From an optimization exercise on the open Yosys and OpenROAD flow, aimed at a short achievable clock period and few clock cycles; shortcuts taken in it are not production practice. At most, simulation tests tie the RTL to the original design; equivalence was not proved. The flow treats the clock pin as an ideal source. Dropping or thinning the clock tree relies on that and would not hold on a real chip. Power figures rest on the tool's default switching activity, not on a simulated workload.

run a:
==> flow/design.v (excerpt) <==
module circuit_layout_top (
	input  logic         clk,
	input  logic         rst,
	input  logic         elem_req,
	input  logic [31:0]  elem_rec,
	output logic         elem_ack,
	input  logic         run_req,
	output logic         run_ack,
	output logic         cmd_req,
	output logic [46:0]  cmd,
	input  logic         cmd_ack
);
make LEC_CHECK=0 CAP_MARGIN=20 CORE_MARGIN=2 CORE_UTILIZATION=40 SLEW_MARGIN=20 finish   # period 5.0 ns
run.sh (not shown) runs the stock make flow with config.mk's settings and CLKGATE_MAP_FILE= SYNTH_SCRIPT=/design/flow/synth_recipe.tcl, a recipe that flattens the netlist after the stock synthesis.
Testbench counts of run a, summed over its fixed seeds: cycles 13,844.
Relative to run a, the following input files were edited for run b:
- CORE_UTILIZATION: 40 -> 50
- ABC_CLOCK_PERIOD_IN_PS: unset -> 2000
- TNS_END_PERCENT: unset -> 100
- SETUP_SLACK_MARGIN: unset -> 3.0
[summary]
Going from run a to run b, post-route cell area grew by more than 10%. According to the power report, total power for run b is higher than for run a. Summary: with run a as the reference, power attributed to combinational cells in run b moved up by more than a quarter. Run b reports a higher via count than run a does. Cmp run a and run b / required time at the worst-slack endpoint / lower: run a. Between run a and run b, the first-iteration DRC count is higher for run b.

green:
circuit_layout_top, a different RTL version from the one above (not shown whole).
For scale: about 3,900 cells after synthesis, about 970 flip-flops.
Settings: LEC_CHECK=0, ABC_CLOCK_PERIOD_IN_PS=1700, CAP_MARGIN=20, CORE_MARGIN=2, CORE_UTILIZATION=60, SETUP_SLACK_MARGIN=3.3, SLEW_MARGIN=20, TNS_END_PERCENT=100; clock period 5.0 ns.
green did not finish; the tool stopped in 5_1_grt with error GRT-0116.
Testbench counts of green, summed over its fixed seeds: cycles 13,844.
Modified inputs, purple compared to green
-- flow/config.mk --
<<< green, line 7
export LEC_CHECK = 0
export ABC_CLOCK_PERIOD_IN_PS = 1700
export CAP_MARGIN = 20
export CORE_MARGIN = 2
export CORE_UTILIZATION = 60
export SETUP_SLACK_MARGIN = 3.3
export SLEW_MARGIN = 20
>>> purple, line 7
export LEC_CHECK = 0
export ABC_CLOCK_PERIOD_IN_PS = 2000
export CAP_MARGIN = 20
export CORE_MARGIN = 2
export CORE_UTILIZATION = 50
export SETUP_SLACK_MARGIN = 3.0
export SLEW_MARGIN = 20
--- outcome ---
purple ran to completion and came out clean on the timing, design-rule and antenna checks.
green → purple: horizontal die dimension saw an increase; cell area after synthesis saw little to no change; post-placement cell area saw a decrease; height of the die saw an increase; placed wire-length estimate after detailed placement saw a decrease.
Compared with green, purple shows a higher worst setup slack before clock tree synthesis.
purple: site row count higher than green
Number of resized instances in the post-cts repair step sits lower in purple than in green.
The starting utilization of the core area reported for purple is smaller than that of green by 10 points.

== sierra ==
circuit_layout_top, a different RTL version from the one above (not shown whole).
Size in the first run: roughly 4500 cells after synthesis, ~1200 flip-flops, about 87 I/O pins, roughly 0.047 mm2 of cells after synthesis.
clock: 5.0 ns
lec_check: 0
abc_clock_period_in_ps: 2000
cap_margin: 20
core_margin: 2
core_utilization: 55
place_density: 0.7
setup_slack_margin: 3.0
slew_margin: 20
tns_end_percent: 100
standard.sh (not shown) runs the stock make flow with config.mk's settings and CLKGATE_MAP_FILE= SYNTH_SCRIPT=/design/flow/synth_recipe.tcl, a recipe that flattens the netlist after the stock synthesis.
==> flow/flow/run.sh <==
#!/bin/bash
# ORFS's standard flow with its clock tree step replaced by flow/mytree.tcl.
set -euo pipefail
bash standard.sh PRE_CTS_TCL="$PWD/flow/pre_cts.tcl" finish > standard_flow.log 2>&1
Other scripts of this flow, unchanged in this note and not shown: flow/flow/mytree.tcl, flow/flow/pre_cts.tcl
Relative to sierra, the following input files were edited for onyx:
-- flow/config.mk --
<<< sierra, line 11
export CORE_UTILIZATION = 55
export PLACE_DENSITY = 0.7
>>> onyx, line 11
export CORE_UTILIZATION = 50
Findings:
Of sierra and onyx, onyx shows the lower utilization, with sierra above it. Delta (onyx minus sierra): worst setup slack decreased by 0.028 ns relative to the old numbers, total wire length after detailed routing increased by about 3% relative to the old numbers.
Function was not checked in any run of this note: the RTL went through the layout flow alone. In every run of this note, the design's own scripts or RTL, not TritonCTS, make the clock network.

[afterwards: timing with drivers on the ports]
The results above use ideal ports. As a check the final layouts listed here were re-extracted and re-timed, cells and wires unchanged.
Step 1 sets driving cells, clkbuf_16 on the clock port and buf_2 on the other inputs (assumed; they add their load-dependent delay and slew).
Step 2 also shifts input and output timing later by t, the mid clock arrival at the registers, as if the neighbouring blocks saw the same clock.
Three values: ideal ports, drivers, drivers and shift; two values: the first two.
| run | t, ns | slack for setup (ns) | slew at the worst register clock pin (ns) | cell pins on the clock port's net |
|---|---|---|---|---|
| run a | 0.730 | 1.599 / 1.599 / 1.203 | 0.07 / 0.07 | 1 |
| run b | 0.715 | 2.685 / 2.685 / 2.383 | 0.08 / 0.08 | 1 |
| purple | 0.740 | 2.784 / 2.711 / 2.197 | 0.08 / 0.08 | 1 |
| sierra | 0.662 | 2.936 / 2.862 / 2.443 | 0.10 / 0.10 | 4 |
| onyx | 0.675 | 2.908 / 2.850 / 2.518 | 0.10 / 0.10 | 4 |
After both steps setup and hold are still met in every run listed. For purple, which loses most, drivers alone change the setup slack by -0.073 ns; drivers and shift together by -0.587 ns.
